From an optimization exercise on the open Yosys and OpenROAD flow, aimed at small area and a short achievable clock period; shortcuts taken in it are not production practice.
The RTL was checked by simulation tests, not by an equivalence proof against the original design.

[flow/design.v]
module fir_filter #(
   parameter int                 NUM_TAPS = 32,
   parameter logic [16*NUM_TAPS-1:0] COEFFS = {
      16'sd47, 16'sd12, -16'sd58, -16'sd136, -16'sd129, 16'sd55, 16'sd366, 16'sd536,
      16'sd242, -16'sd563, -16'sd1397, -16'sd1388, 16'sd166, 16'sd3179, 16'sd6591, 16'sd8858,
      16'sd8858, 16'sd6591, 16'sd3179, 16'sd166, -16'sd1388, -16'sd1397, -16'sd563, 16'sd242,
      16'sd536, 16'sd366, 16'sd55, -16'sd129, -16'sd136, -16'sd58, 16'sd12, 16'sd47
   }
) (
   input  logic               clk,
   input  logic               rst,
   input  logic signed [15:0] inp,
   output logic signed [39:0] outp
);
   logic signed [15:0] x_q;
   logic signed [15:0] x_d;
   logic signed [39:0] s_q [NUM_TAPS];
   logic signed [39:0] s_d [NUM_TAPS];
   logic signed [31:0] prod_s [NUM_TAPS];
   logic signed [39:0] s_ext_s [NUM_TAPS+1];
   always_comb begin
      x_d = inp;
      for (int k = 0; k <= NUM_TAPS; k++) begin
         if (k < NUM_TAPS) begin
            s_ext_s[k] = s_q[k];
         end else begin
            s_ext_s[k] = 40'sd0;
         end
      end
      for (int k = 0; k < NUM_TAPS; k++) begin
         prod_s[k] = 32'($signed(COEFFS[16*k +: 16])) * 32'(x_q);
         s_d[k]    = 40'(prod_s[k]) + s_ext_s[k+1];
      end
   end
   always_ff @(posedge clk) begin
      if (rst) begin
         x_q <= 16'sd0;
         for (int k = 0; k < NUM_TAPS; k++) begin
            s_q[k] <= 40'sd0;
         end
      end else begin
         x_q <= x_d;
         for (int k = 0; k < NUM_TAPS; k++) begin
            s_q[k] <= s_d[k];
         end
      end
   end
   assign outp = s_q[0];
endmodule
[flow/run.sh]
#!/bin/bash
# synth_recipe.tcl (not shown) runs the flow's synth.tcl, then flattens the netlist and writes it again
# the make line also repeats each setting of config.mk as NAME=value (left out here)
make -C /OpenROAD-flow-scripts/flow DESIGN_CONFIG=/design/flow/config.mk WORK_HOME=/design/flow/orfs CLKGATE_MAP_FILE= SYNTH_SCRIPT=/design/flow/synth_recipe.tcl finish
[flow/config.mk]
export PLATFORM = sky130hd
export DESIGN_NAME = fir_filter
export DESIGN_NICKNAME = fir_filter
export VERILOG_FILES = /design/flow/design.v
export SDC_FILE = /design/flow/constraint.sdc
export NUM_CORES = 4
export LEC_CHECK = 0
export CAP_MARGIN = 20
export CORE_MARGIN = 2
export CORE_UTILIZATION = 40
export SLEW_MARGIN = 20
[flow/constraint.sdc]
create_clock -name core_clock -period 9.0 [get_ports {clk}]
set_input_delay 1.8000 -clock core_clock [delete_from_list [all_inputs] [get_ports {clk}]]
set_output_delay 1.8000 -clock core_clock [all_outputs]
set_load 0.01 [all_outputs]
==> summary.txt <==
Tot GR Track Use: 0.2863
Outcome: complete, no violations
CP Data Required Time: 9740 ps
Largest net degree at the start of global routing: 225
WL met3: 39.77 mm
Pre-Repair DR Iteration Count: 6
Die width: 555.1 microns
Total grt overflow: 0
Max stage delay cell, worst path: o31ai_1
Critical Path End Type: flip-flop
Maximum clock path buffer count: 4
GPL Wtd Cong: 1.075
Arrival @ worst endpoint: 9520 ps
DR top layer: met5
Net Count, Synth: 16.72k
Min cycle time layout: 8786 ps
Core area: 0.3025 sq mm
Syn Inst Count: 14.14k
WL final: 451.0 mm
Synth area leaders: dfxtp_1 (21%), ha_1 (19%), fa_1 (11%)
Worst hold slack: 433.2 ps
Die Y: 555.1 microns
# port buffers: 57
Via count: 103.9k
Row Count: 202
CP peak stage delay: 740 ps
Final Core Density: 0.4467
YS warnings: 5
Crit share post-route: 0.9762
Area Overhead vs Synth: 11.27%
Global-route wire length before repair: 657.7 mm
Initial antenna violation count: 28
# H-tree levels: 4
Final setup viols: 0
Async SR Flop Fraction: 0
Synth cell types: 99
Number of global-route vias before repair: 98.98k
Sequential area share after synthesis: 0.2082
Share of cells above drive strength 1: 0.05603
Final slew viol count: 0
Max-cap violation count: 0
CP Launch Type: flip-flop
Vias per cell: 5.579
Number of clock sinks: 1263
CP Class: flip-flop to flip-flop
ANT nets after route: 0
Skew final: 72.43 ps
CTS clk-pin slew, worst paths: 70 ps
Max-Slew Margin vs Limit: 0.06739
Residual DRC: 0
CTS tree: yes
Clock root buffer master: clkbuf_16
Metal1 wirelength: 211.1 mm
Metal2 WL: 180.0 mm
Area leader, netlist: dfxtp_1
Setup slack at placement: 153.9 ps
Syn avg cell area: 8.591 sq um
Cell Area, Synth: 0.1215 sq mm
Count leader, synth: ha_1
Finished Cell Area: 0.1352 sq mm
Initial Util: 0.4015
DP HPWL: 376.7 mm
Clock latency (worst-skew pair): 890 ps
Final WS setup: 214.2 ps
Final Net Count: 17.09k
DR iter-0 viols: 9372
Crit-path max FO: 6
FMAX: 0.1138 GHz
Dpl cell area: 0.1294 sq mm
Most frequent cells after synthesis: ha_1 (1870), nor2_1 (1636), inv_1 (1280), dfxtp_1 (1263), a21oi_1 (1143)
Number of synthesized flops with an enable pin: 0
Final Hold Violating Endpoints: 0
HP Class: flip-flop to flip-flop
Wirelength per Cell: 24.21 microns
Die ar.: 0.3081 sq mm
Main synth FF type: dfxtp_1
Post-synthesis register bit count: 1263
CTS Buf Count: 158
Top Ports: 58
Top-area cell type share of the netlist area: 0.2082
Worst Tran Pin Value: 1389 ps
Cts hold-fix bufs: 0
## logic make-up (layout without fill, tap and decap cells)
group           count (synthesis)  count (layout)  synth area share
flops                        1263            1263            0.2082
other cells                     0              15                 0
buf+inv                      1526            2021           0.04719
simple gates                 3659            3659            0.1394
fa+ha+maj                    2560            2560            0.3064
xor+xnor                     1370            1371           0.09909
compound gates               3737            3737            0.1978
mux                            23              23          0.001998
## state kept, by name (all words and copies together), names as in the netlist
name / flops
s_q: 1247
x_q: 16
## repair_timing
item / in CTS / in global routing
setup endpoints to repair: 0 / 23
setup buffers: 0 / 7
resized for setup: 0 / 29
## final timing paths
| path | startpoint | endpoint | slack, ps | cells after the start |
|---|---|---|---|---|
| hold reg to reg | s_q[25][0]$_SDFF_PP0_ | s_q[24][0]$_SDFF_PP0_ | 430 | 1 |
| setup reg to reg | x_q[6]$_SDFF_PP0_ | s_q[18][39]$_SDFF_PP0_ | 210 | 32 |
| setup / recovery | x_q[6]$_SDFF_PP0_ | s_q[18][39]$_SDFF_PP0_ | 210 | 32 |
| hold / removal | s_q[25][0]$_SDFF_PP0_ | s_q[24][0]$_SDFF_PP0_ | 430 | 1 |
## critical path, delay by kind of cell (launching register included)
kind | cells | cell delay (ps)
AOI/OAI and AO/OA | 13 | 3430
xor gates and xnor gates | 2 | 260
adders and majority gates | 7 | 2880
buffers and inverters | 8 | 1220
DFF | 1 | 400
and+or+nand+nor | 2 | 410
## through the flow
step / instances / TNS, ps
2_1_floorplan: 14140 / 0
3_3_place_gp: 18320 / 0
3_5_place_dp: 18320 / 0
4_1_cts: 18600 / 0
5_1_grt: 18620 / -15.55
6_report: 18630 / 0
## per-layer routing
layer | track usage | up-vias
met2 | 0.4110 | 3418
met1 | 0.4142 | 49950
met5 | 0 | -
li1 | - | 49850
met4 | 0.1081 | 14
met3 | 0.06228 | 684
## cell type report
type	instances	area, sq um
multi-input cells	11350	90820
flip-flops and latches	1263	25300
repair buffers	459	3705
diodes	15	37.54
inverters	1282	4822
clock inverters	72	982.2
fillers	30050	167400
well taps	3978	4977
clock buffers	208	4506
## cell usage in the layout (no fill, tap or decap), drive strengths merged, types with 554 or more instances in the layout
cell type	n
o21ai	682
nor2	1636
inv	1287
fa	690
xor2	554
a21oi	1145
ha	1870
nand2	600
a21o	735
xnor2	815
dfxtp	1263

==> static timing again, ports no longer ideal <==
How much do the figures lean on ideal ports? The routed layout below was timed once more, with nothing changed but the port constraints. Step 1: set_driving_cell puts a clkbuf_16 on clk and a buf_2 on each other input, an assumption about the parent block. Step 2 also shifts input and output timing later by t, the mid clock arrival at the registers, as if the neighbouring blocks saw the same clock. a / b / c = no drivers / after step 1 / after step 2; a / b = the first two.
shift t [ns]: 0.956
setup slack, ns: 0.214 / 0.214 / 0.214
clock arrival spread, ns: 0.079 / 0.078
After both steps setup and hold are still met in this run. The setup slack of this run moves by 0.000 ns with the drivers and by 0.000 ns with both steps.
